Context: an optimization exercise on an open-source flow, tuned for small area and a short achievable clock period. The choices shown serve that exercise and are no tape-out recipe.
Only simulation tests tie the RTL to the original design; equivalence was not proved.

==> flow/design.v (outline; a module is shown in full before it is edited, if it fits) <==
// module bf_front: 1212 lines
// module bf_back: 125 lines
// module bf_enc: 10 lines
// module box_axis: 28 lines
// module bbox_raster: 161 lines
module bbox_raster #(
    parameter int SIGFIG     = 24,
    parameter int RADIX      = 10,
    parameter int PIPE_DEPTH = 3
) (
    input  logic                     clk,
    input  logic                     arst_n,
    input  logic [3*SIGFIG-1:0]      tri_x,
    input  logic [3*SIGFIG-1:0]      tri_y,
    input  logic                     tri_valid,
    input  logic                     halt_n,
    input  logic signed [SIGFIG-1:0] screen_x,
    input  logic signed [SIGFIG-1:0] screen_y,
    input  logic [3:0]               msaa_mode,
    output logic [3*SIGFIG-1:0]      out_tri_x,
    output logic [3*SIGFIG-1:0]      out_tri_y,
    output logic signed [SIGFIG-1:0] box_ll_x,
    output logic signed [SIGFIG-1:0] box_ll_y,
    output logic signed [SIGFIG-1:0] box_ur_x,
    output logic signed [SIGFIG-1:0] box_ur_y,
    output logic                     out_valid
);
  // ...
==> flow/flow/run.sh <==
#!/bin/bash
set -euo pipefail
MARGIN=$(cat flow/margin.txt)
KNOBS=(SETUP_SLACK_MARGIN=$MARGIN "BUFFER_PORTS_ARGS=-buffer_cell sky130_fd_sc_hd__buf_2")
RES=orfs/results/$FLOW_PLATFORM/bbox_raster/base
bash standard.sh "${KNOBS[@]}" synth > make_synth.log 2>&1
cp $RES/1_2_yosys.v $RES/1_2_yosys.standard.v
python3 flow/fixpol.py $RES/1_2_yosys.v > fixpol.log 2>&1
rm -f $RES/1_synth.odb $RES/1_synth.sdc
bash standard.sh "${KNOBS[@]}" finish > make_finish.log 2>&1
==> flow/flow/fixpol.py <==
#!/usr/bin/env python3
"""Inverter clean-up around full adders in a flat Yosys netlist.

Synthesis maps the adder tree to sky130 fa cells but often leaves an inverter
between one adder's output and the next adder's input.  A full adder is
self-dual: FA(~a, ~b, ~c) = (~sum, ~cout).  So an adder whose inputs come from
inverters can take the inverters' inputs instead and hand out complemented
outputs; inverters that then sit on its outputs cancel.  This script flips
adders one at a time whenever that removes more inverters than it adds, until
no flip helps.  Registers and everything else are left as they are.

Usage: fixpol.py NETLIST.v   (rewrites the file in place)
"""
import re
import sys

FA = 'sky130_fd_sc_hd__fa_1'
INV = re.compile(r'sky130_fd_sc_hd__(inv|clkinv)_\d+$')

path = sys.argv[1]
text = open(path).read()
m = re.search(r'(module\s+(\w+)\s*\(.*?\);)(.*?)(endmodule)', text, re.S)
head, body = text[:m.start(3)], m.group(3)
tail = text[m.end(3):]

# Split the body into declarations/assigns and cell instances.
inst_re = re.compile(r'^\s*(sky130_fd_sc_hd__\w+)\s+(\S+)\s*\((.*?)\);\s*$', re.S | re.M)
cells = {}
order = []
for im in inst_re.finditer(body):
    ctype, name, pins = im.group(1), im.group(2), im.group(3)
    pm = {}
    for p, n in re.findall(r'\.(\w+)\(([^()]*)\)', pins):
        pm[p] = n.strip()
    cells[name] = [ctype, pm]
    order.append(name)
other = inst_re.sub('', body)
# Nets named in assigns or port declarations are never renamed or freed.
fixed = set()
for a in re.findall(r'assign\s+(.*?);', other, re.S):
    for t in re.findall(r'[\\]?[\w$.\[\]]+', a):
        fixed.add(t.strip())
portnames = set(re.findall(r'(?:input|output|inout)\s+(?:\[[^\]]*\]\s*)?([\w$\\]+)', other))


def is_fixed(n):
    base = n.split('[')[0].strip()
    return n in fixed or base in portnames or n.startswith("1'") or n in fixed


OUTS = ('X', 'Y', 'Q', 'Q_N', 'SUM', 'COUT', 'HI', 'LO')
newid = [0]


def build():
    drv, loads = {}, {}
    for name, (t, pm) in cells.items():
        for p, n in pm.items():
            if p in OUTS:
                drv[n] = (name, p)
            else:
                loads.setdefault(n, []).append((name, p))
    return drv, loads


def inv_of(n, drv):
    """If n is driven by an inverter, that inverter's name and input."""
    d = drv.get(n)
    if d and INV.match(cells[d[0]][0]):
        return d[0], cells[d[0]][1]['A']
    return None


def existing_inv(n, loads):
    for (c, p) in loads.get(n, []):
        if INV.match(cells[c][0]) and not is_fixed(cells[c][1]['Y']):
            return c
    return None


def gain(fa, drv, loads):
    t, pm = cells[fa]
    g = 0
    for p in ('A', 'B', 'CIN'):
        n = pm[p]
        iv = inv_of(n, drv)
        if iv:
            if len(loads.get(n, [])) == 1 and not is_fixed(n):
                g += 1
        elif not existing_inv(n, loads):
            g -= 1
    for p in ('SUM', 'COUT'):
        n = pm[p]
        ls = loads.get(n, [])
        invl = [c for (c, q) in ls if INV.match(cells[c][0]) and not is_fixed(cells[c][1]['Y'])]
        rest = len(ls) - len(invl)
        g += len(invl)
        if rest or is_fixed(n):
            g -= 1
    return g


def fresh():
    newid[0] += 1
    return f'_pol{newid[0]}_'


def flip(fa, drv, loads):
    t, pm = cells[fa]
    for p in ('A', 'B', 'CIN'):
        n = pm[p]
        iv = inv_of(n, drv)
        if iv:
            pm[p] = iv[1]
            if len(loads.get(n, [])) == 1 and not is_fixed(n):
                del cells[iv[0]]
        else:
            e = existing_inv(n, loads)
            if e:
                pm[p] = cells[e][1]['Y']
            else:
                nn, ni = fresh(), fresh()
                cells[ni] = ['sky130_fd_sc_hd__inv_1', {'A': n, 'Y': nn}]
                pm[p] = nn
    for p in ('SUM', 'COUT'):
        n = pm[p]
        ls = loads.get(n, [])
        nn = fresh()
        pm[p] = nn          # now carries ~n
        invl = [c for (c, q) in ls if INV.match(cells[c][0]) and not is_fixed(cells[c][1]['Y'])]
        rest = [(c, q) for (c, q) in ls if c not in invl]
        for c in invl:
            y = cells[c][1]['Y']
            for (c2, q2) in loads.get(y, []):
                if c2 in cells:
                    cells[c2][1][q2] = nn
            del cells[c]
        if rest or is_fixed(n):
            cells[fresh()] = ['sky130_fd_sc_hd__inv_1', {'A': nn, 'Y': n}]


def count_inv():
    return sum(1 for (t, pm) in cells.values() if INV.match(t))


before = count_inv()
changed = True
passes = 0
while changed and passes < 50:
    changed = False
    passes += 1
    drv, loads = build()
    for fa in [c for c in list(cells) if c in cells and cells[c][0] == FA]:
        if fa not in cells:
            continue
        if gain(fa, drv, loads) > 0:
            flip(fa, drv, loads)
            drv, loads = build()
            changed = True
after = count_inv()

# Declare the new nets and write the netlist back.
decl = ''.join(f'  wire {n};\n' for n in sorted(
    {n for (t, pm) in cells.values() for n in pm.values() if n.startswith('_pol')}))
out = []
for name, (t, pm) in cells.items():
    pins = ',\n'.join(f'    .{p}({n}{" " if n.startswith(chr(92)) else ""})' for p, n in pm.items())
    out.append(f'  {t} {name} (\n{pins}\n  );\n')
open(path, 'w').write(head + decl + other + ''.join(out) + tail)
print(f'fixpol: inverters {before} -> {after} in {passes} passes')
==> flow/flow/margin.txt <==
9.9
==> flow/standard.sh <==
#!/bin/bash
# synth_recipe.tcl (not shown) runs the flow's synth.tcl, then flattens the netlist and writes it again
# the make line also repeats each setting of config.mk as NAME=value (left out here)
make -C /OpenROAD-flow-scripts/flow DESIGN_CONFIG=/design/flow/config.mk WORK_HOME=/design/flow/orfs CLKGATE_MAP_FILE= SYNTH_SCRIPT=/design/flow/synth_recipe.tcl "${@:-finish}"
==> flow/config.mk <==
export PLATFORM = sky130hd
export DESIGN_NAME = bbox_raster
export DESIGN_NICKNAME = bbox_raster
export VERILOG_FILES = /design/flow/design.v
export SDC_FILE = /design/flow/constraint.sdc
export NUM_CORES = 4
export LEC_CHECK = 0
export ABC_AREA = 1
export CAP_MARGIN = 20
export CORE_MARGIN = 2
export CORE_UTILIZATION = 40
export CTS_BUF_LIST = sky130_fd_sc_hd__clkbuf_8 sky130_fd_sc_hd__clkbuf_16
export CTS_CLUSTER_DIAMETER = 150
export CTS_CLUSTER_SIZE = 22
export SLEW_MARGIN = 20
==> flow/constraint.sdc <==
create_clock -name core_clock -period 14.0 [get_ports {clk}]
set_input_delay 2.8000 -clock core_clock [delete_from_list [all_inputs] [get_ports {clk}]]
set_output_delay 2.8000 -clock core_clock [all_outputs]
set_load 0.01 [all_outputs]
==> impl_metrics.py, run 1 <==
metrics = {
    "routing": {
        "drt-pass1-iter-count": 8,
        "drt-met1-wl_microns": 89200,
        "drc": 0,
        "drt-initial-drc-count": 6360,
        "top_layer": "met5",
        "dr_wl_met2_microns": 102000,
        "wl_met3_microns": 27100,
    },
    "floorplan": {
        "fp.dieH_microns": 412,
        "coreArea_sq_um": 165000,
        "taps": 2189,
        "fp.dieArea_sq_um": 170000,
        "dieWidth_microns": 412,
    },
    "finish": {
        "stdcell_count": 8693,
        "nFlopsAndLatches": 936,
        "seq_area_share_pct": 37.0,
        "buffers": 644,
        "layout_commonest_cell": "edfxtp_1",
        "largest_reg_flops": 182,
        "area_growth_pct": 13.9,
    },
    "place": {
        "dp.cells": 8451,
        "numPortBuffers": 426,
        "place_congestion": 0.974,
    },
    "sta": {
        "setup_ws_ns": 9.83,
        "drv_slew": 0,
    },
    "clock_tree": {
        "clock_latency_ns": 0.70,
        "post_cts.repair.setup_buffers": 40,
        "numCtsBuffers": 49,
    },
    "run_status": {
        "status": "no timing/DRC/antenna violations",
    },
    "worst_setup_path": {
        "crit_end": "s2_bf[54]$_DFFE_PP_",
        "cpPeakStageDelay_ns": 0.78,
        "worstPathRequired_ns": 14.47,
        "crit_chain": "clkinvlp_4, buf_4, o22ai_1, xor2_1, fa_1, fa_1, fa_1, fa_1, inv_1",
        "cpMaxStageDelayCell": "edfxtp_1",
        "cp.arrival_ns": 4.64,
        "cp_common_cell": "fa_1",
    },
}
==> run 2, diff against run 1 <==
--- a/flow/design.v
+++ b/flow/design.v
@@ -6,17 +6,17 @@
         MSAA_4X  = 4'b0100,  
         MSAA_16X = 4'b0010,  
         MSAA_64X = 4'b0001   
     } msaa_e;
 endpackage
 `timescale 1ns/1ps
 module bf_front (input logic [24:0] a, b,
                  input logic [12:0] c_one, c_two, c_neg, d_one, d_two, d_neg,
-                 output logic [181:0] v);
+                 output logic [243:0] v);
     wire pp0 = ((b[0] & c_one[0])) ^ c_neg[0];
     wire pp1 = ((b[1] & c_one[0]) | (b[0] & c_two[0])) ^ c_neg[0];
     wire pp2 = ((b[2] & c_one[0]) | (b[1] & c_two[0])) ^ c_neg[0];
     wire pp3 = ((b[3] & c_one[0]) | (b[2] & c_two[0])) ^ c_neg[0];
     wire pp4 = ((b[4] & c_one[0]) | (b[3] & c_two[0])) ^ c_neg[0];
     wire pp5 = ((b[5] & c_one[0]) | (b[4] & c_two[0])) ^ c_neg[0];
     wire pp6 = ((b[6] & c_one[0]) | (b[5] & c_two[0])) ^ c_neg[0];
     wire pp7 = ((b[7] & c_one[0]) | (b[6] & c_two[0])) ^ c_neg[0];
@@ -1150,204 +1150,204 @@
     wire [1:0] f1135 = {1'b0, f1032[1]} + {1'b0, f1033[1]} + {1'b0, f1034[0]};
     wire [1:0] f1136 = {1'b0, f1035[0]} + {1'b0, pp667} + {1'b0, 1'b1};
     wire [1:0] f1137 = {1'b0, f1034[1]} + {1'b0, f1035[1]} + {1'b0, f1036[0]};
     wire [1:0] f1138 = {1'b0, f1036[1]} + {1'b0, f1037[1]} + {1'b0, f1038[0]};
     wire [1:0] f1139 = {1'b0, f1038[1]} + {1'b0, f1039[0]} + {1'b0, f890[0]};
     wire [1:0] f1140 = {1'b0, f1039[1]} + {1'b0, f1040[0]} + {1'b0, f893[0]};
     wire [1:0] f1141 = {1'b0, f1040[1]} + {1'b0, f1041[0]} + {1'b0, pp672};
     wire [1:0] f1142 = {1'b0, f1041[1]} + {1'b0, f1042[0]} + {1'b0, 1'b1};
-    wire [1:0] f1143 = {1'b0, f1044[1]} + {1'b0, f898[0]} + {1'b0, pp365};
-    wire [1:0] f1144 = {1'b0, f1047[1]} + {1'b0, f1048[0]} + {1'b0, f904[0]};
-    wire [1:0] f1145 = {1'b0, f1048[1]} + {1'b0, f1049[0]} + {1'b0, f906[0]};
-    wire [1:0] f1146 = {1'b0, f1049[1]} + {1'b0, f1050[0]} + {1'b0, f1051[0]};
-    wire [1:0] f1147 = {1'b0, f1050[1]} + {1'b0, f1051[1]} + {1'b0, f1052[0]};
-    wire [1:0] f1148 = {1'b0, f1052[1]} + {1'b0, f1053[0]} + {1'b0, f1054[0]};
-    wire [1:0] f1149 = {1'b0, f1053[1]} + {1'b0, f1054[1]} + {1'b0, f1055[0]};
-    wire [1:0] f1150 = {1'b0, f1055[1]} + {1'b0, f1056[1]} + {1'b0, f1057[0]};
-    wire [1:0] f1151 = {1'b0, f1058[0]} + {1'b0, pp471} + {1'b0, pp495};
-    wire [1:0] f1152 = {1'b0, f1057[1]} + {1'b0, f1058[1]} + {1'b0, f1059[0]};
-    wire [1:0] f1153 = {1'b0, f1059[1]} + {1'b0, f1060[1]} + {1'b0, f1061[0]};
-    wire [1:0] f1154 = {1'b0, f1061[1]} + {1'b0, f1062[1]} + {1'b0, f1063[0]};
-    wire [1:0] f1155 = {1'b0, f1063[1]} + {1'b0, f1064[1]} + {1'b0, f1065[1]};
-    wire [1:0] f1156 = {1'b0, f1066[0]} + {1'b0, f1067[0]} + {1'b0, f933[0]};
-    wire [1:0] f1157 = {1'b0, f1066[1]} + {1'b0, f1067[1]} + {1'b0, f1068[0]};
-    wire [1:0] f1158 = {1'b0, f1069[0]} + {1'b0, f1070[0]} + {1'b0, d_neg[9]};
-    wire [1:0] f1159 = {1'b0, f1068[1]} + {1'b0, f1069[1]} + {1'b0, f1070[1]};
-    wire [1:0] f1160 = {1'b0, f1071[0]} + {1'b0, f1072[0]} + {1'b0, f1073[0]};
-    wire [1:0] f1161 = {1'b0, f1071[1]} + {1'b0, f1072[1]} + {1'b0, f1073[1]};
-    wire [1:0] f1162 = {1'b0, f1074[0]} + {1'b0, f1075[0]} + {1'b0, f1076[0]};
-    wire [1:0] f1163 = {1'b0, f1074[1]} + {1'b0, f1075[1]} + {1'b0, f1076[1]};
-    wire [1:0] f1164 = {1'b0, f1077[0]} + {1'b0, f1078[0]} + {1'b0, f1079[0]};
-    wire [1:0] f1165 = {1'b0, f1077[1]} + {1'b0, f1078[1]} + {1'b0, f1079[1]};
-    wire [1:0] f1166 = {1'b0, f1080[0]} + {1'b0, f1081[0]} + {1'b0, f1082[0]};
-    wire [1:0] f1167 = {1'b0, f1080[1]} + {1'b0, f1081[1]} + {1'b0, f1082[1]};
-    wire [1:0] f1168 = {1'b0, f1083[1]} + {1'b0, f1084[0]} + {1'b0, f1085[0]};
-    wire [1:0] f1169 = {1'b0, f1086[0]} + {1'b0, f962[0]} + {1'b0, f779[0]};
-    wire [1:0] f1170 = {1'b0, f1084[1]} + {1'b0, f1085[1]} + {1'b0, f1086[1]};
-    wire [1:0] f1171 = {1'b0, f1087[0]} + {1'b0, f1088[0]} + {1'b0, f1089[0]};
-    wire [1:0] f1172 = {1'b0, f1087[1]} + {1'b0, f1088[1]} + {1'b0, f1089[1]};
-    wire [1:0] f1173 = {1'b0, f1090[0]} + {1'b0, f1091[0]} + {1'b0, f1092[0]};
-    wire [1:0] f1174 = {1'b0, f1090[1]} + {1'b0, f1091[1]} + {1'b0, f1092[1]};
-    wire [1:0] f1175 = {1'b0, f1093[1]} + {1'b0, f1094[0]} + {1'b0, f1095[0]};
-    wire [1:0] f1176 = {1'b0, f1096[0]} + {1'b0, f1097[0]} + {1'b0, 1'b1};
-    wire [1:0] f1177 = {1'b0, f1094[1]} + {1'b0, f1095[1]} + {1'b0, f1096[1]};
-    wire [1:0] f1178 = {1'b0, f1097[1]} + {1'b0, f1098[0]} + {1'b0, f1099[0]};
-    wire [1:0] f1179 = {1'b0, f1098[1]} + {1'b0, f1099[1]} + {1'b0, f1100[1]};
-    wire [1:0] f1180 = {1'b0, f1101[1]} + {1'b0, f1102[0]} + {1'b0, f1103[0]};
-    wire [1:0] f1181 = {1'b0, f1104[0]} + {1'b0, f989[0]} + {1'b0, pp654};
-    wire [1:0] f1182 = {1'b0, f1102[1]} + {1'b0, f1103[1]} + {1'b0, f1104[1]};
-    wire [1:0] f1183 = {1'b0, f1105[0]} + {1'b0, f1106[0]} + {1'b0, f1107[0]};
-    wire [1:0] f1184 = {1'b0, f1105[1]} + {1'b0, f1106[1]} + {1'b0, f1107[1]};
-    wire [1:0] f1185 = {1'b0, f1108[0]} + {1'b0, f1109[0]} + {1'b0, f1110[0]};
-    wire [1:0] f1186 = {1'b0, f1108[1]} + {1'b0, f1109[1]} + {1'b0, f1110[1]};
-    wire [1:0] f1187 = {1'b0, f1111[0]} + {1'b0, f1112[0]} + {1'b0, f1113[0]};
-    wire [1:0] f1188 = {1'b0, f1111[1]} + {1'b0, f1112[1]} + {1'b0, f1113[1]};
-    wire [1:0] f1189 = {1'b0, f1114[0]} + {1'b0, f1115[0]} + {1'b0, f1116[0]};
-    wire [1:0] f1190 = {1'b0, f1114[1]} + {1'b0, f1115[1]} + {1'b0, f1116[1]};
-    wire [1:0] f1191 = {1'b0, f1117[0]} + {1'b0, f1118[0]} + {1'b0, f1119[0]};
-    wire [1:0] f1192 = {1'b0, f1117[1]} + {1'b0, f1118[1]} + {1'b0, f1119[1]};
-    wire [1:0] f1193 = {1'b0, f1120[0]} + {1'b0, f1121[0]} + {1'b0, f1014[0]};
-    wire [1:0] f1194 = {1'b0, f1120[1]} + {1'b0, f1121[1]} + {1'b0, f1122[0]};
-    wire [1:0] f1195 = {1'b0, f1123[0]} + {1'b0, f1018[0]} + {1'b0, f1019[0]};
-    wire [1:0] f1196 = {1'b0, f1122[1]} + {1'b0, f1123[1]} + {1'b0, f1124[0]};
-    wire [1:0] f1197 = {1'b0, f1124[1]} + {1'b0, f1125[1]} + {1'b0, f1126[1]};
-    wire [1:0] f1198 = {1'b0, f1127[1]} + {1'b0, f1128[1]} + {1'b0, f1129[0]};
-    wire [1:0] f1199 = {1'b0, f1129[1]} + {1'b0, f1130[1]} + {1'b0, f1131[0]};
-    wire [1:0] f1200 = {1'b0, f1131[1]} + {1'b0, f1132[1]} + {1'b0, f1133[0]};
-    wire [1:0] f1201 = {1'b0, f1133[1]} + {1'b0, f1134[1]} + {1'b0, f1135[0]};
-    wire [1:0] f1202 = {1'b0, f1135[1]} + {1'b0, f1136[1]} + {1'b0, f1137[0]};
-    wire [1:0] f1203 = {1'b0, f1137[1]} + {1'b0, f1138[0]} + {1'b0, f888[0]};
-    wire [1:0] f1204 = {1'b0, f1138[1]} + {1'b0, f1139[0]} + {1'b0, f891[0]};
-    wire [1:0] f1205 = {1'b0, f1139[1]} + {1'b0, f1140[0]} + {1'b0, 1'b1};
-    wire [1:0] f1206 = {1'b0, f1142[1]} + {1'b0, f1042[1]} + {1'b0, f1043[0]};
-    assign v = {f896[0], f1043[1], f1206[1], f1206[0], f1142[0], f1141[1], f1141[0], f1140[1], f1205[1], f1205[0], f1204[1], f1204[0], f1203[1], f889[0], f1203[0], f1202[1], pp668, f1037[0], f1202[0], f1201[1], f1136[0], f1201[0], f1200[1], pp666, f1134[0], f1200[0], f1199[1], f1132[0], f1199[0], f1198[1], f1130[0], f1198[0], f1197[1], f1128[0], f1127[0], f1197[0], f1196[1], f1126[0], f1125[0], f1196[0], f1195[1], f1194[1], f1195[0], f1194[0], f1193[1], f1192[1], f1015[0], f1193[0], f1192[0], f1191[1], f1190[1], f1191[0], f1190[0], f1189[1], f1188[1], f1189[0], f1188[0], f1187[1], f1186[1], f839[0], f1187[0], f1186[0], f1185[1], f1184[1], f999[0], f1185[0], f1184[0], f1183[1], f1182[1], f994[0], f1183[0], f1182[0], f1181[1], f1180[1], f1179[1], f1181[0], f1180[0], f1179[0], f1178[1], f1177[1], f1101[0], f1100[0], f1178[0], f1177[0], f1176[1], f1175[1], f1174[1], f1176[0], f1175[0], f1174[0], f1173[1], f1172[1], pp651, f1093[0], f1173[0], f1172[0], f1171[1], f1170[1], f968[0], f967[0], f1171[0], f1170[0], f1169[1], f1168[1], f1167[1], f1169[0], f1168[0], f1167[0], f1166[1], f1165[1], f1083[0], f1166[0], f1165[0], f1164[1], f1163[1], pp599, f1164[0], f1163[0], f1162[1], f1161[1], f756[0], f755[0], f1162[0], f1161[0], f1160[1], f1159[1], f1160[0], f1159[0], f1158[1], f1157[1], f1158[0], f1157[0], f1156[1], f1155[1], f934[0], f1156[0], f1155[0], f1154[1], f1065[0], f1064[0], f1154[0], f1153[1], f926[0], f1062[0], f1153[0], f1152[1], f718[0], f1060[0], f1152[0], f1151[1], f1150[1], f1151[0], f1150[0], f1149[1], f1056[0], f1149[0], f1148[1], f703[0], f1148[0], f1147[1], f911[0], f910[0], f1147[0], f1146[1], f1146[0], f1145[1], f1145[0], f1144[1], pp417, f1144[0], f1047[0], f1046[1], f1046[0], f1045[1], d_neg[2], f1045[0], f1143[1], f1143[0], f1044[0], f897[0], d_neg[0], f676[0]};
+    assign v = {f896[0], f1043[1], f1043[0], f1042[1], f1142[1], f1142[0], f1141[1], f1141[0], f1140[1], f1140[0], f1139[1], f891[0], f1139[0], f1138[1], f889[0], f888[0], f1138[0], f1137[1], pp668, f1037[0], f1137[0], f1136[1], f1135[1], f1136[0], f1135[0], f1134[1], f1133[1], pp666, f1134[0], f1133[0], f1132[1], f1131[1], f1132[0], f1131[0], f1130[1], f1129[1], f1130[0], f1129[0], f1128[1], f1127[1], f1128[0], f1127[0], f1126[1], f1125[1], f1124[1], f1126[0], f1125[0], f1124[0], f1123[1], f1122[1], f1019[0], f1018[0], f1123[0], f1122[0], f1121[1], f1120[1], f1015[0], f1014[0], f1121[0], f1120[0], f1119[1], f1118[1], f1117[1], f1119[0], f1118[0], f1117[0], f1116[1], f1115[1], f1114[1], f1116[0], f1115[0], f1114[0], f1113[1], f1112[1], f1111[1], f839[0], f1113[0], f1112[0], f1111[0], f1110[1], f1109[1], f1108[1], f999[0], f1110[0], f1109[0], f1108[0], f1107[1], f1106[1], f1105[1], f994[0], f1107[0], f1106[0], f1105[0], f1104[1], f1103[1], f1102[1], pp654, f989[0], f1104[0], f1103[0], f1102[0], f1101[1], f1100[1], f1099[1], f1098[1], f1101[0], f1100[0], f1099[0], f1098[0], f1097[1], f1096[1], f1095[1], f1094[1], f1097[0], f1096[0], f1095[0], f1094[0], f1093[1], f1092[1], f1091[1], f1090[1], pp651, f1093[0], f1092[0], f1091[0], f1090[0], f1089[1], f1088[1], f1087[1], f968[0], f967[0], f1089[0], f1088[0], f1087[0], f1086[1], f1085[1], f1084[1], f779[0], f962[0], f1086[0], f1085[0], f1084[0], f1083[1], f1082[1], f1081[1], f1080[1], f1083[0], f1082[0], f1081[0], f1080[0], f1079[1], f1078[1], f1077[1], pp599, f1079[0], f1078[0], f1077[0], f1076[1], f1075[1], f1074[1], f756[0], f755[0], f1076[0], f1075[0], f1074[0], f1073[1], f1072[1], f1071[1], f1073[0], f1072[0], f1071[0], f1070[1], f1069[1], f1068[1], d_neg[9], f1070[0], f1069[0], f1068[0], f1067[1], f1066[1], f934[0], f933[0], f1067[0], f1066[0], f1065[1], f1064[1], f1063[1], f1065[0], f1064[0], f1063[0], f1062[1], f1061[1], f926[0], f1062[0], f1061[0], f1060[1], f1059[1], f718[0], f1060[0], f1059[0], f1058[1], f1057[1], pp495, pp471, f1058[0], f1057[0], f1056[1], f1055[1], f1056[0], f1055[0], f1054[1], f1053[1], f703[0], f1054[0], f1053[0], f1052[1], f911[0], f910[0], f1052[0], f1051[1], f1050[1], f1051[0], f1050[0], f1049[1], f906[0], f1049[0], f1048[1], pp417, f904[0], f1048[0], f1047[1], f1047[0], f1046[1], f1046[0], f1045[1], d_neg[2], f1045[0], pp365, f898[0], f1044[1], f1044[0], f897[0], d_neg[0], f676[0]};
 endmodule
-module bf_back (input logic [181:0] v, output logic bf);
-    wire [1:0] f1207 = {1'b0, v[77]} + {1'b0, v[78]};
-    wire [1:0] f1208 = {1'b0, v[84]} + {1'b0, v[85]};
-    wire [1:0] f1209 = {1'b0, v[95]} + {1'b0, v[96]};
-    wire [1:0] f1210 = {1'b0, v[107]} + {1'b0, v[108]};
-    wire [1:0] f1211 = {1'b0, v[31]} + {1'b0, v[32]};
-    wire [1:0] f1212 = {1'b0, v[36]} + {1'b0, v[37]};
-    wire [1:0] f1213 = {1'b0, v[40]} + {1'b0, v[41]};
-    wire [1:0] f1214 = {1'b0, v[44]} + {1'b0, v[45]};
-    wire [1:0] f1215 = {1'b0, v[48]} + {1'b0, v[49]};
-    wire [1:0] f1216 = {1'b0, v[52]} + {1'b0, v[53]};
-    wire [1:0] f1217 = {1'b0, v[56]} + {1'b0, v[57]} + {1'b0, v[58]};
-    wire [1:0] f1218 = {1'b0, v[59]} + {1'b0, v[60]};
-    wire [1:0] f1219 = {1'b0, v[62]} + {1'b0, v[63]} + {1'b0, v[64]};
-    wire [1:0] f1220 = {1'b0, v[65]} + {1'b0, v[66]};
-    wire [1:0] f1221 = {1'b0, v[67]} + {1'b0, v[68]} + {1'b0, v[69]};
-    wire [1:0] f1222 = {1'b0, v[70]} + {1'b0, v[71]};
-    wire [1:0] f1223 = {1'b0, v[72]} + {1'b0, v[73]} + {1'b0, v[74]};
-    wire [1:0] f1224 = {1'b0, v[75]} + {1'b0, v[76]};
-    wire [1:0] f1225 = {1'b0, f1207[0]} + {1'b0, v[79]} + {1'b0, v[80]};
-    wire [1:0] f1226 = {1'b0, v[81]} + {1'b0, v[82]} + {1'b0, v[83]};
-    wire [1:0] f1227 = {1'b0, f1208[0]} + {1'b0, v[86]} + {1'b0, v[87]};
-    wire [1:0] f1228 = {1'b0, v[88]} + {1'b0, v[89]} + {1'b0, f1207[1]};
-    wire [1:0] f1229 = {1'b0, v[90]} + {1'b0, v[91]} + {1'b0, v[92]};
-    wire [1:0] f1230 = {1'b0, v[93]} + {1'b0, v[94]} + {1'b0, f1208[1]};
-    wire [1:0] f1231 = {1'b0, f1209[0]} + {1'b0, v[97]} + {1'b0, v[98]};
-    wire [1:0] f1232 = {1'b0, v[99]} + {1'b0, v[100]} + {1'b0, v[101]};
-    wire [1:0] f1233 = {1'b0, v[102]} + {1'b0, v[103]} + {1'b0, v[104]};
-    wire [1:0] f1234 = {1'b0, v[105]} + {1'b0, v[106]} + {1'b0, f1209[1]};
-    wire [1:0] f1235 = {1'b0, f1210[0]} + {1'b0, v[109]} + {1'b0, v[110]};
-    wire [1:0] f1236 = {1'b0, v[111]} + {1'b0, v[112]} + {1'b0, 1'b1};
-    wire [1:0] f1237 = {1'b0, v[113]} + {1'b0, v[114]} + {1'b0, v[115]};
-    wire [1:0] f1238 = {1'b0, v[116]} + {1'b0, v[117]} + {1'b0, f1210[1]};
-    wire [1:0] f1239 = {1'b0, v[118]} + {1'b0, v[119]} + {1'b0, v[120]};
-    wire [1:0] f1240 = {1'b0, v[121]} + {1'b0, v[122]};
-    wire [1:0] f1241 = {1'b0, v[123]} + {1'b0, v[124]} + {1'b0, v[125]};
-    wire [1:0] f1242 = {1'b0, v[127]} + {1'b0, v[128]};
-    wire [1:0] f1243 = {1'b0, v[131]} + {1'b0, v[132]} + {1'b0, v[133]};
-    wire [1:0] f1244 = {1'b0, v[136]} + {1'b0, v[137]};
-    wire [1:0] f1245 = {1'b0, v[140]} + {1'b0, v[141]} + {1'b0, v[142]};
-    wire [1:0] f1246 = {1'b0, v[145]} + {1'b0, v[146]};
-    wire [1:0] f1247 = {1'b0, v[18]} + {1'b0, v[19]};
-    wire [1:0] f1248 = {1'b0, v[22]} + {1'b0, v[23]};
-    wire [1:0] f1249 = {1'b0, v[25]} + {1'b0, v[26]};
-    wire [1:0] f1250 = {1'b0, v[28]} + {1'b0, v[29]};
-    wire [1:0] f1251 = {1'b0, f1211[0]} + {1'b0, v[33]} + {1'b0, v[34]};
-    wire [1:0] f1252 = {1'b0, f1212[0]} + {1'b0, v[38]} + {1'b0, v[39]};
-    wire [1:0] f1253 = {1'b0, f1213[0]} + {1'b0, v[42]} + {1'b0, v[43]};
-    wire [1:0] f1254 = {1'b0, f1214[0]} + {1'b0, v[46]} + {1'b0, v[47]};
-    wire [1:0] f1255 = {1'b0, f1215[0]} + {1'b0, v[50]} + {1'b0, v[51]};
-    wire [1:0] f1256 = {1'b0, f1216[0]} + {1'b0, v[54]} + {1'b0, v[55]};
-    wire [1:0] f1257 = {1'b0, f1217[0]} + {1'b0, f1218[0]} + {1'b0, v[61]};
-    wire [1:0] f1258 = {1'b0, f1219[0]} + {1'b0, f1220[0]} + {1'b0, f1217[1]};
-    wire [1:0] f1259 = {1'b0, f1221[0]} + {1'b0, f1222[0]} + {1'b0, f1219[1]};
-    wire [1:0] f1260 = {1'b0, f1223[0]} + {1'b0, f1224[0]} + {1'b0, f1221[1]};
-    wire [1:0] f1261 = {1'b0, f1225[0]} + {1'b0, f1226[0]} + {1'b0, f1223[1]};
-    wire [1:0] f1262 = {1'b0, f1227[0]} + {1'b0, f1228[0]} + {1'b0, f1225[1]};
-    wire [1:0] f1263 = {1'b0, f1229[0]} + {1'b0, f1230[0]} + {1'b0, f1227[1]};
-    wire [1:0] f1264 = {1'b0, f1231[0]} + {1'b0, f1232[0]} + {1'b0, f1229[1]};
-    wire [1:0] f1265 = {1'b0, f1233[0]} + {1'b0, f1234[0]} + {1'b0, f1231[1]};
-    wire [1:0] f1266 = {1'b0, f1235[0]} + {1'b0, f1236[0]} + {1'b0, f1233[1]};
-    wire [1:0] f1267 = {1'b0, f1237[0]} + {1'b0, f1238[0]} + {1'b0, f1235[1]};
-    wire [1:0] f1268 = {1'b0, f1239[0]} + {1'b0, f1240[0]} + {1'b0, f1237[1]};
-    wire [1:0] f1269 = {1'b0, f1241[0]} + {1'b0, v[126]} + {1'b0, f1239[1]};
-    wire [1:0] f1270 = {1'b0, f1242[0]} + {1'b0, v[129]} + {1'b0, v[130]};
-    wire [1:0] f1271 = {1'b0, f1243[0]} + {1'b0, v[134]} + {1'b0, v[135]};
-    wire [1:0] f1272 = {1'b0, f1244[0]} + {1'b0, v[138]} + {1'b0, v[139]};
-    wire [1:0] f1273 = {1'b0, f1245[0]} + {1'b0, v[143]} + {1'b0, v[144]};
-    wire [1:0] f1274 = {1'b0, f1246[0]} + {1'b0, v[147]} + {1'b0, v[148]};
-    wire [1:0] f1275 = {1'b0, v[149]} + {1'b0, v[150]} + {1'b0, v[151]};
-    wire [1:0] f1276 = {1'b0, v[152]} + {1'b0, v[153]};
-    wire [1:0] f1277 = {1'b0, v[155]} + {1'b0, v[156]} + {1'b0, v[157]};
-    wire [1:0] f1278 = {1'b0, v[159]} + {1'b0, v[160]};
-    wire [1:0] f1279 = {1'b0, v[162]} + {1'b0, v[163]} + {1'b0, v[164]};
-    wire [1:0] f1280 = {1'b0, v[166]} + {1'b0, v[167]};
-    wire [1:0] f1281 = {1'b0, v[5]} + {1'b0, v[6]};
-    wire [1:0] f1282 = {1'b0, v[8]} + {1'b0, v[9]};
-    wire [1:0] f1283 = {1'b0, v[10]} + {1'b0, v[11]};
-    wire [1:0] f1284 = {1'b0, v[12]} + {1'b0, v[13]};
-    wire [1:0] f1285 = {1'b0, v[14]} + {1'b0, v[15]};
-    wire [1:0] f1286 = {1'b0, v[16]} + {1'b0, v[17]};
-    wire [1:0] f1287 = {1'b0, f1247[0]} + {1'b0, v[20]} + {1'b0, v[21]};
-    wire [1:0] f1288 = {1'b0, f1248[0]} + {1'b0, v[24]} + {1'b0, f1247[1]};
-    wire [1:0] f1289 = {1'b0, f1249[0]} + {1'b0, v[27]} + {1'b0, f1248[1]};
-    wire [1:0] f1290 = {1'b0, f1250[0]} + {1'b0, v[30]} + {1'b0, f1249[1]};
-    wire [1:0] f1291 = {1'b0, f1251[0]} + {1'b0, v[35]} + {1'b0, f1250[1]};
-    wire [1:0] f1292 = {1'b0, f1252[0]} + {1'b0, f1211[1]} + {1'b0, f1251[1]};
-    wire [1:0] f1293 = {1'b0, f1253[0]} + {1'b0, f1212[1]} + {1'b0, f1252[1]};
-    wire [1:0] f1294 = {1'b0, f1254[0]} + {1'b0, f1213[1]} + {1'b0, f1253[1]};
-    wire [1:0] f1295 = {1'b0, f1255[0]} + {1'b0, f1214[1]} + {1'b0, f1254[1]};
-    wire [1:0] f1296 = {1'b0, f1256[0]} + {1'b0, f1215[1]} + {1'b0, f1255[1]};
-    wire [1:0] f1297 = {1'b0, f1257[0]} + {1'b0, f1216[1]} + {1'b0, f1256[1]};
-    wire [1:0] f1298 = {1'b0, f1258[0]} + {1'b0, f1218[1]} + {1'b0, f1257[1]};
-    wire [1:0] f1299 = {1'b0, f1259[0]} + {1'b0, f1220[1]} + {1'b0, f1258[1]};
-    wire [1:0] f1300 = {1'b0, f1260[0]} + {1'b0, f1222[1]} + {1'b0, f1259[1]};
-    wire [1:0] f1301 = {1'b0, f1261[0]} + {1'b0, f1224[1]} + {1'b0, f1260[1]};
-    wire [1:0] f1302 = {1'b0, f1262[0]} + {1'b0, f1226[1]} + {1'b0, f1261[1]};
-    wire [1:0] f1303 = {1'b0, f1263[0]} + {1'b0, f1228[1]} + {1'b0, f1262[1]};
-    wire [1:0] f1304 = {1'b0, f1264[0]} + {1'b0, f1230[1]} + {1'b0, f1263[1]};
-    wire [1:0] f1305 = {1'b0, f1265[0]} + {1'b0, f1232[1]} + {1'b0, f1264[1]};
-    wire [1:0] f1306 = {1'b0, f1266[0]} + {1'b0, f1234[1]} + {1'b0, f1265[1]};
-    wire [1:0] f1307 = {1'b0, f1267[0]} + {1'b0, f1236[1]} + {1'b0, f1266[1]};
-    wire [1:0] f1308 = {1'b0, f1268[0]} + {1'b0, f1238[1]} + {1'b0, f1267[1]};
-    wire [1:0] f1309 = {1'b0, f1269[0]} + {1'b0, f1240[1]} + {1'b0, f1268[1]};
-    wire [1:0] f1310 = {1'b0, f1270[0]} + {1'b0, f1241[1]} + {1'b0, f1269[1]};
-    wire [1:0] f1311 = {1'b0, f1271[0]} + {1'b0, f1242[1]} + {1'b0, f1270[1]};
-    wire [1:0] f1312 = {1'b0, f1272[0]} + {1'b0, f1243[1]} + {1'b0, f1271[1]};
-    wire [1:0] f1313 = {1'b0, f1273[0]} + {1'b0, f1244[1]} + {1'b0, f1272[1]};
-    wire [1:0] f1314 = {1'b0, f1274[0]} + {1'b0, f1245[1]} + {1'b0, f1273[1]};
-    wire [1:0] f1315 = {1'b0, f1275[0]} + {1'b0, f1246[1]} + {1'b0, f1274[1]};
-    wire [1:0] f1316 = {1'b0, f1276[0]} + {1'b0, v[154]} + {1'b0, f1275[1]};
-    wire [1:0] f1317 = {1'b0, f1277[0]} + {1'b0, v[158]} + {1'b0, f1276[1]};
-    wire [1:0] f1318 = {1'b0, f1278[0]} + {1'b0, v[161]} + {1'b0, f1277[1]};
-    wire [1:0] f1319 = {1'b0, f1279[0]} + {1'b0, v[165]} + {1'b0, f1278[1]};
-    wire [1:0] f1320 = {1'b0, f1280[0]} + {1'b0, v[168]} + {1'b0, f1279[1]};
-    wire [1:0] f1321 = {1'b0, v[169]} + {1'b0, v[170]} + {1'b0, f1280[1]};
-    wire [1:0] f1322 = {1'b0, v[171]} + {1'b0, v[172]};
-    wire [1:0] f1323 = {1'b0, v[173]} + {1'b0, v[174]} + {1'b0, v[175]};
-    wire [1:0] f1324 = {1'b0, v[176]} + {1'b0, v[177]};
-    wire [1:0] f1325 = {1'b0, v[179]} + {1'b0, v[180]};
-    wire [49:0] r0 = {f1325[0], v[178], f1324[0], f1323[0], f1322[0], f1321[0], f1320[0], f1319[0], f1318[0], f1317[0], f1316[0], f1315[0], f1314[0], f1313[0], f1312[0], f1311[0], f1310[0], f1309[0], f1308[0], f1307[0], f1306[0], f1305[0], f1304[0], f1303[0], f1302[0], f1301[0], f1300[0], f1299[0], f1298[0], f1297[0], f1296[0], f1295[0], f1294[0], f1293[0], f1292[0], f1291[0], f1290[0], f1289[0], f1288[0], f1287[0], f1286[0], f1285[0], f1284[0], f1283[0], f1282[0], f1281[0], v[4], v[3], v[2], v[0]};
-    wire [49:0] r1 = {v[181], f1324[1], f1323[1], f1322[1], f1321[1], f1320[1], f1319[1], f1318[1], f1317[1], f1316[1], f1315[1], f1314[1], f1313[1], f1312[1], f1311[1], f1310[1], f1309[1], f1308[1], f1307[1], f1306[1], f1305[1], f1304[1], f1303[1], f1302[1], f1301[1], f1300[1], f1299[1], f1298[1], f1297[1], f1296[1], f1295[1], f1294[1], f1293[1], f1292[1], f1291[1], f1290[1], f1289[1], f1288[1], f1287[1], f1286[1], f1285[1], f1284[1], f1283[1], f1282[1], f1281[1], v[7], 1'b0, 1'b0, 1'b0, v[1]};
+module bf_back (input logic [243:0] v, output logic bf);
+    wire [1:0] f1143 = {1'b0, v[57]} + {1'b0, v[58]};
+    wire [1:0] f1144 = {1'b0, v[64]} + {1'b0, v[65]};
+    wire [1:0] f1145 = {1'b0, v[70]} + {1'b0, v[71]};
+    wire [1:0] f1146 = {1'b0, v[76]} + {1'b0, v[77]} + {1'b0, v[78]};
+    wire [1:0] f1147 = {1'b0, v[79]} + {1'b0, v[80]};
+    wire [1:0] f1148 = {1'b0, v[84]} + {1'b0, v[85]} + {1'b0, v[86]};
+    wire [1:0] f1149 = {1'b0, v[87]} + {1'b0, v[88]};
+    wire [1:0] f1150 = {1'b0, v[91]} + {1'b0, v[92]} + {1'b0, v[93]};
+    wire [1:0] f1151 = {1'b0, v[94]} + {1'b0, v[95]};
+    wire [1:0] f1152 = {1'b0, v[98]} + {1'b0, v[99]} + {1'b0, v[100]};
+    wire [1:0] f1153 = {1'b0, v[101]} + {1'b0, v[102]} + {1'b0, v[103]};
+    wire [1:0] f1154 = {1'b0, v[104]} + {1'b0, v[105]};
+    wire [1:0] f1155 = {1'b0, v[107]} + {1'b0, v[108]} + {1'b0, v[109]};
+    wire [1:0] f1156 = {1'b0, v[110]} + {1'b0, v[111]} + {1'b0, v[112]};
+    wire [1:0] f1157 = {1'b0, v[113]} + {1'b0, v[114]};
+    wire [1:0] f1158 = {1'b0, v[115]} + {1'b0, v[116]} + {1'b0, v[117]};
+    wire [1:0] f1159 = {1'b0, v[118]} + {1'b0, v[119]} + {1'b0, v[120]};
+    wire [1:0] f1160 = {1'b0, v[121]} + {1'b0, v[122]};
+    wire [1:0] f1161 = {1'b0, v[123]} + {1'b0, v[124]} + {1'b0, v[125]};
+    wire [1:0] f1162 = {1'b0, v[126]} + {1'b0, v[127]} + {1'b0, v[128]};
+    wire [1:0] f1163 = {1'b0, v[129]} + {1'b0, v[130]} + {1'b0, 1'b1};
+    wire [1:0] f1164 = {1'b0, v[131]} + {1'b0, v[132]} + {1'b0, v[133]};
+    wire [1:0] f1165 = {1'b0, v[134]} + {1'b0, v[135]} + {1'b0, v[136]};
+    wire [1:0] f1166 = {1'b0, v[137]} + {1'b0, v[138]};
+    wire [1:0] f1167 = {1'b0, v[139]} + {1'b0, v[140]} + {1'b0, v[141]};
+    wire [1:0] f1168 = {1'b0, v[142]} + {1'b0, v[143]} + {1'b0, v[144]};
+    wire [1:0] f1169 = {1'b0, v[145]} + {1'b0, v[146]} + {1'b0, v[147]};
+    wire [1:0] f1170 = {1'b0, v[148]} + {1'b0, v[149]} + {1'b0, v[150]};
+    wire [1:0] f1171 = {1'b0, v[151]} + {1'b0, v[152]} + {1'b0, v[153]};
+    wire [1:0] f1172 = {1'b0, v[154]} + {1'b0, 1'b1};
+    wire [1:0] f1173 = {1'b0, v[155]} + {1'b0, v[156]} + {1'b0, v[157]};
+    wire [1:0] f1174 = {1'b0, v[158]} + {1'b0, v[159]} + {1'b0, v[160]};
+    wire [1:0] f1175 = {1'b0, v[162]} + {1'b0, v[163]} + {1'b0, v[164]};
+    wire [1:0] f1176 = {1'b0, v[165]} + {1'b0, v[166]};
+    wire [1:0] f1177 = {1'b0, v[169]} + {1'b0, v[170]} + {1'b0, v[171]};
+    wire [1:0] f1178 = {1'b0, v[175]} + {1'b0, v[176]};
+    wire [1:0] f1179 = {1'b0, v[181]} + {1'b0, v[182]} + {1'b0, v[183]};
+    wire [1:0] f1180 = {1'b0, v[188]} + {1'b0, v[189]};
+    wire [1:0] f1181 = {1'b0, v[23]} + {1'b0, v[24]};
+    wire [1:0] f1182 = {1'b0, v[28]} + {1'b0, v[29]};
+    wire [1:0] f1183 = {1'b0, v[32]} + {1'b0, v[33]};
+    wire [1:0] f1184 = {1'b0, v[36]} + {1'b0, v[37]} + {1'b0, v[38]};
+    wire [1:0] f1185 = {1'b0, v[39]} + {1'b0, v[40]};
+    wire [1:0] f1186 = {1'b0, v[42]} + {1'b0, v[43]} + {1'b0, v[44]};
+    wire [1:0] f1187 = {1'b0, v[45]} + {1'b0, v[46]};
+    wire [1:0] f1188 = {1'b0, v[47]} + {1'b0, v[48]} + {1'b0, v[49]};
+    wire [1:0] f1189 = {1'b0, v[50]} + {1'b0, v[51]};
+    wire [1:0] f1190 = {1'b0, v[52]} + {1'b0, v[53]} + {1'b0, v[54]};
+    wire [1:0] f1191 = {1'b0, v[55]} + {1'b0, v[56]};
+    wire [1:0] f1192 = {1'b0, f1143[0]} + {1'b0, v[59]} + {1'b0, v[60]};
+    wire [1:0] f1193 = {1'b0, v[61]} + {1'b0, v[62]} + {1'b0, v[63]};
+    wire [1:0] f1194 = {1'b0, f1144[0]} + {1'b0, v[66]} + {1'b0, v[67]};
+    wire [1:0] f1195 = {1'b0, v[68]} + {1'b0, v[69]} + {1'b0, f1143[1]};
+    wire [1:0] f1196 = {1'b0, f1145[0]} + {1'b0, v[72]} + {1'b0, v[73]};
+    wire [1:0] f1197 = {1'b0, v[74]} + {1'b0, v[75]} + {1'b0, f1144[1]};
+    wire [1:0] f1198 = {1'b0, f1146[0]} + {1'b0, f1147[0]} + {1'b0, v[81]};
+    wire [1:0] f1199 = {1'b0, v[82]} + {1'b0, v[83]} + {1'b0, f1145[1]};
+    wire [1:0] f1200 = {1'b0, f1148[0]} + {1'b0, f1149[0]} + {1'b0, v[89]};
+    wire [1:0] f1201 = {1'b0, v[90]} + {1'b0, f1146[1]} + {1'b0, f1147[1]};
+    wire [1:0] f1202 = {1'b0, f1150[0]} + {1'b0, f1151[0]} + {1'b0, v[96]};
+    wire [1:0] f1203 = {1'b0, v[97]} + {1'b0, f1148[1]} + {1'b0, f1149[1]};
+    wire [1:0] f1204 = {1'b0, f1152[0]} + {1'b0, f1153[0]} + {1'b0, f1154[0]};
+    wire [1:0] f1205 = {1'b0, v[106]} + {1'b0, f1150[1]} + {1'b0, f1151[1]};
+    wire [1:0] f1206 = {1'b0, f1155[0]} + {1'b0, f1156[0]} + {1'b0, f1157[0]};
+    wire [1:0] f1207 = {1'b0, f1152[1]} + {1'b0, f1153[1]} + {1'b0, f1154[1]};
+    wire [1:0] f1208 = {1'b0, f1158[0]} + {1'b0, f1159[0]} + {1'b0, f1160[0]};
+    wire [1:0] f1209 = {1'b0, f1155[1]} + {1'b0, f1156[1]} + {1'b0, f1157[1]};
+    wire [1:0] f1210 = {1'b0, f1161[0]} + {1'b0, f1162[0]} + {1'b0, f1163[0]};
+    wire [1:0] f1211 = {1'b0, f1158[1]} + {1'b0, f1159[1]} + {1'b0, f1160[1]};
+    wire [1:0] f1212 = {1'b0, f1164[0]} + {1'b0, f1165[0]} + {1'b0, f1166[0]};
+    wire [1:0] f1213 = {1'b0, f1161[1]} + {1'b0, f1162[1]} + {1'b0, f1163[1]};
+    wire [1:0] f1214 = {1'b0, f1167[0]} + {1'b0, f1168[0]} + {1'b0, f1169[0]};
+    wire [1:0] f1215 = {1'b0, f1164[1]} + {1'b0, f1165[1]} + {1'b0, f1166[1]};
+    wire [1:0] f1216 = {1'b0, f1170[0]} + {1'b0, f1171[0]} + {1'b0, f1172[0]};
+    wire [1:0] f1217 = {1'b0, f1167[1]} + {1'b0, f1168[1]} + {1'b0, f1169[1]};
+    wire [1:0] f1218 = {1'b0, f1173[0]} + {1'b0, f1174[0]} + {1'b0, v[161]};
+    wire [1:0] f1219 = {1'b0, f1170[1]} + {1'b0, f1171[1]} + {1'b0, f1172[1]};
+    wire [1:0] f1220 = {1'b0, f1175[0]} + {1'b0, f1176[0]} + {1'b0, v[167]};
+    wire [1:0] f1221 = {1'b0, v[168]} + {1'b0, f1173[1]} + {1'b0, f1174[1]};
+    wire [1:0] f1222 = {1'b0, f1177[0]} + {1'b0, v[172]} + {1'b0, v[173]};
+    wire [1:0] f1223 = {1'b0, v[174]} + {1'b0, f1175[1]} + {1'b0, f1176[1]};
+    wire [1:0] f1224 = {1'b0, f1178[0]} + {1'b0, v[177]} + {1'b0, v[178]};
+    wire [1:0] f1225 = {1'b0, v[179]} + {1'b0, v[180]} + {1'b0, f1177[1]};
+    wire [1:0] f1226 = {1'b0, f1179[0]} + {1'b0, v[184]} + {1'b0, v[185]};
+    wire [1:0] f1227 = {1'b0, v[186]} + {1'b0, v[187]} + {1'b0, f1178[1]};
+    wire [1:0] f1228 = {1'b0, f1180[0]} + {1'b0, v[190]} + {1'b0, v[191]};
+    wire [1:0] f1229 = {1'b0, v[192]} + {1'b0, v[193]} + {1'b0, f1179[1]};
+    wire [1:0] f1230 = {1'b0, v[194]} + {1'b0, v[195]} + {1'b0, v[196]};
+    wire [1:0] f1231 = {1'b0, v[197]} + {1'b0, v[198]} + {1'b0, f1180[1]};
+    wire [1:0] f1232 = {1'b0, v[199]} + {1'b0, v[200]} + {1'b0, v[201]};
+    wire [1:0] f1233 = {1'b0, v[202]} + {1'b0, v[203]};
+    wire [1:0] f1234 = {1'b0, v[204]} + {1'b0, v[205]} + {1'b0, v[206]};
+    wire [1:0] f1235 = {1'b0, v[208]} + {1'b0, v[209]};
+    wire [1:0] f1236 = {1'b0, v[212]} + {1'b0, v[213]} + {1'b0, v[214]};
+    wire [1:0] f1237 = {1'b0, v[217]} + {1'b0, v[218]};
+    wire [1:0] f1238 = {1'b0, v[221]} + {1'b0, v[222]} + {1'b0, v[223]};
+    wire [1:0] f1239 = {1'b0, v[226]} + {1'b0, v[227]};
+    wire [1:0] f1240 = {1'b0, v[13]} + {1'b0, v[14]};
+    wire [1:0] f1241 = {1'b0, v[17]} + {1'b0, v[18]};
+    wire [1:0] f1242 = {1'b0, v[20]} + {1'b0, v[21]};
+    wire [1:0] f1243 = {1'b0, f1181[0]} + {1'b0, v[25]} + {1'b0, v[26]};
+    wire [1:0] f1244 = {1'b0, f1182[0]} + {1'b0, v[30]} + {1'b0, v[31]};
+    wire [1:0] f1245 = {1'b0, f1183[0]} + {1'b0, v[34]} + {1'b0, v[35]};
+    wire [1:0] f1246 = {1'b0, f1184[0]} + {1'b0, f1185[0]} + {1'b0, v[41]};
+    wire [1:0] f1247 = {1'b0, f1186[0]} + {1'b0, f1187[0]} + {1'b0, f1184[1]};
+    wire [1:0] f1248 = {1'b0, f1188[0]} + {1'b0, f1189[0]} + {1'b0, f1186[1]};
+    wire [1:0] f1249 = {1'b0, f1190[0]} + {1'b0, f1191[0]} + {1'b0, f1188[1]};
+    wire [1:0] f1250 = {1'b0, f1192[0]} + {1'b0, f1193[0]} + {1'b0, f1190[1]};
+    wire [1:0] f1251 = {1'b0, f1194[0]} + {1'b0, f1195[0]} + {1'b0, f1192[1]};
+    wire [1:0] f1252 = {1'b0, f1196[0]} + {1'b0, f1197[0]} + {1'b0, f1194[1]};
+    wire [1:0] f1253 = {1'b0, f1198[0]} + {1'b0, f1199[0]} + {1'b0, f1196[1]};
+    wire [1:0] f1254 = {1'b0, f1200[0]} + {1'b0, f1201[0]} + {1'b0, f1198[1]};
+    wire [1:0] f1255 = {1'b0, f1202[0]} + {1'b0, f1203[0]} + {1'b0, f1200[1]};
+    wire [1:0] f1256 = {1'b0, f1204[0]} + {1'b0, f1205[0]} + {1'b0, f1202[1]};
+    wire [1:0] f1257 = {1'b0, f1206[0]} + {1'b0, f1207[0]} + {1'b0, f1204[1]};
+    wire [1:0] f1258 = {1'b0, f1208[0]} + {1'b0, f1209[0]} + {1'b0, f1206[1]};
+    wire [1:0] f1259 = {1'b0, f1210[0]} + {1'b0, f1211[0]} + {1'b0, f1208[1]};
+    wire [1:0] f1260 = {1'b0, f1212[0]} + {1'b0, f1213[0]} + {1'b0, f1210[1]};
+    wire [1:0] f1261 = {1'b0, f1214[0]} + {1'b0, f1215[0]} + {1'b0, f1212[1]};
+    wire [1:0] f1262 = {1'b0, f1216[0]} + {1'b0, f1217[0]} + {1'b0, f1214[1]};
+    wire [1:0] f1263 = {1'b0, f1218[0]} + {1'b0, f1219[0]} + {1'b0, f1216[1]};
+    wire [1:0] f1264 = {1'b0, f1220[0]} + {1'b0, f1221[0]} + {1'b0, f1218[1]};
+    wire [1:0] f1265 = {1'b0, f1222[0]} + {1'b0, f1223[0]} + {1'b0, f1220[1]};
+    wire [1:0] f1266 = {1'b0, f1224[0]} + {1'b0, f1225[0]} + {1'b0, f1222[1]};
+    wire [1:0] f1267 = {1'b0, f1226[0]} + {1'b0, f1227[0]} + {1'b0, f1224[1]};
+    wire [1:0] f1268 = {1'b0, f1228[0]} + {1'b0, f1229[0]} + {1'b0, f1226[1]};
+    wire [1:0] f1269 = {1'b0, f1230[0]} + {1'b0, f1231[0]} + {1'b0, f1228[1]};
+    wire [1:0] f1270 = {1'b0, f1232[0]} + {1'b0, f1233[0]} + {1'b0, f1230[1]};
+    wire [1:0] f1271 = {1'b0, f1234[0]} + {1'b0, v[207]} + {1'b0, f1232[1]};
+    wire [1:0] f1272 = {1'b0, f1235[0]} + {1'b0, v[210]} + {1'b0, v[211]};
+    wire [1:0] f1273 = {1'b0, f1236[0]} + {1'b0, v[215]} + {1'b0, v[216]};
+    wire [1:0] f1274 = {1'b0, f1237[0]} + {1'b0, v[219]} + {1'b0, v[220]};
+    wire [1:0] f1275 = {1'b0, f1238[0]} + {1'b0, v[224]} + {1'b0, v[225]};
+    wire [1:0] f1276 = {1'b0, f1239[0]} + {1'b0, v[228]} + {1'b0, v[229]};
+    wire [1:0] f1277 = {1'b0, v[230]} + {1'b0, v[231]} + {1'b0, v[232]};
+    wire [1:0] f1278 = {1'b0, v[233]} + {1'b0, v[234]};
+    wire [1:0] f1279 = {1'b0, v[4]} + {1'b0, v[5]};
+    wire [1:0] f1280 = {1'b0, v[7]} + {1'b0, v[8]};
+    wire [1:0] f1281 = {1'b0, v[9]} + {1'b0, v[10]};
+    wire [1:0] f1282 = {1'b0, v[11]} + {1'b0, v[12]};
+    wire [1:0] f1283 = {1'b0, f1240[0]} + {1'b0, v[15]} + {1'b0, v[16]};
+    wire [1:0] f1284 = {1'b0, f1241[0]} + {1'b0, v[19]} + {1'b0, f1240[1]};
+    wire [1:0] f1285 = {1'b0, f1242[0]} + {1'b0, v[22]} + {1'b0, f1241[1]};
+    wire [1:0] f1286 = {1'b0, f1243[0]} + {1'b0, v[27]} + {1'b0, f1242[1]};
+    wire [1:0] f1287 = {1'b0, f1244[0]} + {1'b0, f1181[1]} + {1'b0, f1243[1]};
+    wire [1:0] f1288 = {1'b0, f1245[0]} + {1'b0, f1182[1]} + {1'b0, f1244[1]};
+    wire [1:0] f1289 = {1'b0, f1246[0]} + {1'b0, f1183[1]} + {1'b0, f1245[1]};
+    wire [1:0] f1290 = {1'b0, f1247[0]} + {1'b0, f1185[1]} + {1'b0, f1246[1]};
+    wire [1:0] f1291 = {1'b0, f1248[0]} + {1'b0, f1187[1]} + {1'b0, f1247[1]};
+    wire [1:0] f1292 = {1'b0, f1249[0]} + {1'b0, f1189[1]} + {1'b0, f1248[1]};
+    wire [1:0] f1293 = {1'b0, f1250[0]} + {1'b0, f1191[1]} + {1'b0, f1249[1]};
+    wire [1:0] f1294 = {1'b0, f1251[0]} + {1'b0, f1193[1]} + {1'b0, f1250[1]};
+    wire [1:0] f1295 = {1'b0, f1252[0]} + {1'b0, f1195[1]} + {1'b0, f1251[1]};
+    wire [1:0] f1296 = {1'b0, f1253[0]} + {1'b0, f1197[1]} + {1'b0, f1252[1]};
+    wire [1:0] f1297 = {1'b0, f1254[0]} + {1'b0, f1199[1]} + {1'b0, f1253[1]};
+    wire [1:0] f1298 = {1'b0, f1255[0]} + {1'b0, f1201[1]} + {1'b0, f1254[1]};
+    wire [1:0] f1299 = {1'b0, f1256[0]} + {1'b0, f1203[1]} + {1'b0, f1255[1]};
+    wire [1:0] f1300 = {1'b0, f1257[0]} + {1'b0, f1205[1]} + {1'b0, f1256[1]};
+    wire [1:0] f1301 = {1'b0, f1258[0]} + {1'b0, f1207[1]} + {1'b0, f1257[1]};
+    wire [1:0] f1302 = {1'b0, f1259[0]} + {1'b0, f1209[1]} + {1'b0, f1258[1]};
+    wire [1:0] f1303 = {1'b0, f1260[0]} + {1'b0, f1211[1]} + {1'b0, f1259[1]};
+    wire [1:0] f1304 = {1'b0, f1261[0]} + {1'b0, f1213[1]} + {1'b0, f1260[1]};
+    wire [1:0] f1305 = {1'b0, f1262[0]} + {1'b0, f1215[1]} + {1'b0, f1261[1]};
+    wire [1:0] f1306 = {1'b0, f1263[0]} + {1'b0, f1217[1]} + {1'b0, f1262[1]};
+    wire [1:0] f1307 = {1'b0, f1264[0]} + {1'b0, f1219[1]} + {1'b0, f1263[1]};
+    wire [1:0] f1308 = {1'b0, f1265[0]} + {1'b0, f1221[1]} + {1'b0, f1264[1]};
+    wire [1:0] f1309 = {1'b0, f1266[0]} + {1'b0, f1223[1]} + {1'b0, f1265[1]};
+    wire [1:0] f1310 = {1'b0, f1267[0]} + {1'b0, f1225[1]} + {1'b0, f1266[1]};
+    wire [1:0] f1311 = {1'b0, f1268[0]} + {1'b0, f1227[1]} + {1'b0, f1267[1]};
+    wire [1:0] f1312 = {1'b0, f1269[0]} + {1'b0, f1229[1]} + {1'b0, f1268[1]};
+    wire [1:0] f1313 = {1'b0, f1270[0]} + {1'b0, f1231[1]} + {1'b0, f1269[1]};
+    wire [1:0] f1314 = {1'b0, f1271[0]} + {1'b0, f1233[1]} + {1'b0, f1270[1]};
+    wire [1:0] f1315 = {1'b0, f1272[0]} + {1'b0, f1234[1]} + {1'b0, f1271[1]};
+    wire [1:0] f1316 = {1'b0, f1273[0]} + {1'b0, f1235[1]} + {1'b0, f1272[1]};
+    wire [1:0] f1317 = {1'b0, f1274[0]} + {1'b0, f1236[1]} + {1'b0, f1273[1]};
+    wire [1:0] f1318 = {1'b0, f1275[0]} + {1'b0, f1237[1]} + {1'b0, f1274[1]};
+    wire [1:0] f1319 = {1'b0, f1276[0]} + {1'b0, f1238[1]} + {1'b0, f1275[1]};
+    wire [1:0] f1320 = {1'b0, f1277[0]} + {1'b0, f1239[1]} + {1'b0, f1276[1]};
+    wire [1:0] f1321 = {1'b0, f1278[0]} + {1'b0, 1'b1} + {1'b0, f1277[1]};
+    wire [1:0] f1322 = {1'b0, v[235]} + {1'b0, v[236]} + {1'b0, f1278[1]};
+    wire [1:0] f1323 = {1'b0, v[237]} + {1'b0, v[238]};
+    wire [1:0] f1324 = {1'b0, v[239]} + {1'b0, v[240]} + {1'b0, v[241]};
+    wire [1:0] f1325 = {1'b0, v[242]} + {1'b0, v[243]};
+    wire [49:0] r0 = {f1325[0], f1324[0], f1323[0], f1322[0], f1321[0], f1320[0], f1319[0], f1318[0], f1317[0], f1316[0], f1315[0], f1314[0], f1313[0], f1312[0], f1311[0], f1310[0], f1309[0], f1308[0], f1307[0], f1306[0], f1305[0], f1304[0], f1303[0], f1302[0], f1301[0], f1300[0], f1299[0], f1298[0], f1297[0], f1296[0], f1295[0], f1294[0], f1293[0], f1292[0], f1291[0], f1290[0], f1289[0], f1288[0], f1287[0], f1286[0], f1285[0], f1284[0], f1283[0], f1282[0], f1281[0], f1280[0], f1279[0], v[3], v[2], v[0]};
+    wire [49:0] r1 = {f1324[1], f1323[1], f1322[1], f1321[1], f1320[1], f1319[1], f1318[1], f1317[1], f1316[1], f1315[1], f1314[1], f1313[1], f1312[1], f1311[1], f1310[1], f1309[1], f1308[1], f1307[1], f1306[1], f1305[1], f1304[1], f1303[1], f1302[1], f1301[1], f1300[1], f1299[1], f1298[1], f1297[1], f1296[1], f1295[1], f1294[1], f1293[1], f1292[1], f1291[1], f1290[1], f1289[1], f1288[1], f1287[1], f1286[1], f1285[1], f1284[1], f1283[1], f1282[1], f1281[1], f1280[1], f1279[1], v[6], 1'b0, 1'b0, v[1]};
     wire [49:0] sum = r0 + r1;
     assign bf = sum[49];
 endmodule
 module bf_enc #(parameter bit NEGATE = 0) (input logic [24:0] y,
                 output logic [12:0] one, two, neg);
     logic [26:0] e;
     assign e = {y[24], y, 1'b0};
     for (genvar j = 0; j < 13; j++) begin : g_dig
@@ -1403,17 +1403,17 @@
     output logic [3*SIGFIG-1:0]      out_tri_x,
     output logic [3*SIGFIG-1:0]      out_tri_y,
     output logic signed [SIGFIG-1:0] box_ll_x,
     output logic signed [SIGFIG-1:0] box_ll_y,
     output logic signed [SIGFIG-1:0] box_ur_x,
     output logic signed [SIGFIG-1:0] box_ur_y,
     output logic                     out_valid
 );
-    localparam int NV = 182;
+    localparam int NV = 244;
     logic advance;
     assign advance = halt_n || !out_valid;
     logic [2:0] keep_in;
     always_comb begin
         case (msaa_mode)
             raster_fixed_pkg::MSAA_4X:  keep_in = 3'b100;
             raster_fixed_pkg::MSAA_16X: keep_in = 3'b110;
             raster_fixed_pkg::MSAA_64X: keep_in = 3'b111;
==> flow/flow/margin.txt (replaced) <==
9.8
==> run 2 against run 1 <==
Die area up 2.8%. Sequential share of layout area is 2.5 points higher. Non-clock buffer count shrank 105. Register-to-register slack better by 0.03 ns. Synthesized cell count rose by 1.5%. Critical endpoint is now s1_c_two[9]$_DFFE_PP_. Largest cell class unchanged. Highest routed layer unchanged.
==> impl_metrics.py, run 2 <==
metrics = {
    "run_status": {
        "status": "no timing/DRC/antenna violations",
    },
    "clock_tree": {
        "cts_tree": "yes",
        "cts_max_level": 2,
        "clockRootBuffer": "clkbuf_16",
        "numCtsBuffers": 52,
        "clk_pin_slew_ns": 0.09,
        "clock_latency_ns": 0.71,
        "cts_buffer_depth": 3,
        "clock_sinks": 998,
    },
    "finish": {
        "layout_commonest_cell": "edfxtp_1",
        "num-nets-final": 7536,
        "regMostFlops": "s2_bf",
        "area_growth_pct": 10.7,
        "stdcell_count": 8680,
        "fin_util_pct": 44.7,
        "largest_reg_flops": 244,
        "drive_above_1_share_pct": 13.1,
        "final_cell_mix": "edfxtp_1 (995), inv_1 (774), nand2_1 (750)",
    },
    "worst_setup_path": {
        "r2r-end": "s2_bf[39]$_DFFE_PP_",
        "rr_worst_depth": 7,
        "rr_startpoint": "s1_d_neg[4]$_DFFE_PP_",
        "cp-end-kind": "register",
        "r2r_setup_slack_ns": 9.86,
        "crit_start": "tri_y[17]",
        "critPathLaunchType": "input port",
        "crit_type": "in2reg",
        "cp.arrival_ns": 4.63,
        "worstPathRequired_ns": 14.45,
        "cp_max_fo": 6,
    },
    "floorplan": {
        "rows": 151,
        "fp.dieH_microns": 418,
        "dieWidth_microns": 418,
        "io_pins": 441,
        "fp.dieArea_sq_um": 175000,
        "start_util_pct": 40.4,
        "coreArea_sq_um": 170000,
    },
    "hold_path": {
        "hold_path.startpoint": "s1_sy[13]$_DFFE_PP_",
        "min_path_cells": 0,
        "holdPathEnd": "s2_sy[13]$_DFFE_PP_",
        "hp-class": "reg2reg",
    },
    "run": {
        "max_cap_violations": 0,
    },
    "place": {
        "place_congestion": 0.964,
        "numPortBuffers": 426,
        "dp_slack_ns": 7.68,
        "dp.cells": 8563,
        "dpl.hpwl_microns": 162000,
    },
    "sta": {
        "finalCritPeriodShare_pct": 29.9,
        "drv_slew": 0,
        "fmax_mhz": 239,
        "setup_ws_ns": 9.82,
        "skew_ns": 0.0491,
        "hold_viol": 0,
        "slew_headroom_pct": 19.5,
        "post-route-min-period_ns": 4.18,
        "worstMarginPinSlew_ns": 1.21,
        "setup_viol": 0,
        "tns_ns": 0,
        "rsz0062_at_grt": "true",
    },
    "grt": {
        "grt_first_pass_wirelength_microns": 318000,
        "grt_max_degree": 94,
        "antenna_found_initial": 22,
        "grt_pass1_vias": 48600,
        "overflow": 0,
        "grtUsageTotal_pct": 24.4,
    },
    "synthesis": {
        "netlist_instances": 6141,
        "syn-cell-area_sq_um": 68600,
        "yosysWarnings": 2,
        "synth.avg_cell_area_sq_um": 11.2,
    },
    "routing": {
        "drt-pass1-iter-count": 6,
        "drt-initial-drc-count": 5864,
        "drc": 0,
        "routedWlPerCell_microns": 25.1,
        "wirelength_microns": 218000,
        "via_per_inst": 5.65,
        "ant_nets": 0,
        "route.vias.total": 49000,
    },
}
[run 2: cell count changes in the layout (fill, tap and decap cells not counted), moves of 14 or more]
cell,before,now
a21oi_1,211,244
buf_4,185,98
clkinvlp_4,84,1
edfxtp_1,933,995
ha_4,40,26
inv_1,669,774
nand2_1,729,750
nor2_1,179,160
nor2_2,25,10
o21ai_2,20,6
[run 2: worst max-delay path, stage by stage]
cell	delay, ns
buf_2	0.12
inv_1	0.08
ha_1	0.42
a21oi_2	0.22
o21a_1	0.25
a21boi_0	0.28
nand3_1	0.15
nand2_1	0.09
nand2_1	0.07
nand3_1	0.08
nand2_1	0.07
[run 2: worst max-delay path by stage]
stage                             to  slack (ns)  depth (start not counted)
2_1_floorplan         v1$_DFFE_PN0P_        6.63                          3
3_5_place_dp     s2_bf[68]$_DFFE_PP_        7.68                          6
3_3_place_gp     s2_bf[59]$_DFFE_PP_        7.76                          6
5_1_grt        s1_dx10[23]$_DFFE_PP_        9.73                         12
6_report       s1_c_two[9]$_DFFE_PP_        9.82                         11
4_1_cts                    out_valid        9.65                          1
[run 2: through the flow]
step / hold slack [ns] / cell area [sq um]
after floorplan: 0.400 / 68600
after global placement: 0.400 / 72900
after detailed placement: 0.405 / 72900
after CTS: 0.419 / 74800
after global routing: 0.424 / 75900
final: 0.417 / 75900
[run 2: routing by layer]
| layer | GRT usage [%] | part of all wire [%] |
|---|---|---|
| met5 | 0 | 0.029 |
| met4 | 11.6 | 5.4 |
| met3 | 5.22 | 10 |
| met2 | 37.9 | 45 |
| met1 | 32.7 | 39 |
[run 2: cell type report]
type / count / area, sq um
timing repair buffer: 539 / 3190
antenna: 14 / 35.0
multi-input combinational: 4049 / 35500
sequential: 998 / 30000
clock inverter: 20 / 144
clock buffer: 52 / 1300
inverter: 790 / 2980
tap: 2218 / 2780
fill: 15700 / 94000
[run 2: timing repair]
item,CTS,global route
gates resized for setup,78,203
gates cloned,2,1
pin swaps,20,56
setup endpoints to repair,725,439
hold buffers,0,0
setup buffers,11,16

[afterwards: timing with drivers on the ports]
Ports are ideal in the flow. The routed layouts listed here were re-timed in OpenROAD. Step 1, drivers: a clkbuf_16 drives clk and a buf_2 each remaining input, both assumed. Step 2 moves the port delays by t, midway between the first and last clock arrival at a register: inputs arrive t later, outputs are due t later. That takes back most of the time a late clock gives input paths. Three values: ideal ports, drivers, drivers and shift; two values: the first two.
run	t (ns)	setup slack, ns	worst setup path after step 2
run 1	0.771	9.831 / 9.792 / 9.135	input to register
run 2	0.774	9.819 / 9.773 / 9.108	input to register
After both steps setup and hold are still met in every run listed. The setup slack of run 2, which loses most, moves by -0.046 ns with the drivers and by -0.711 ns with both steps.
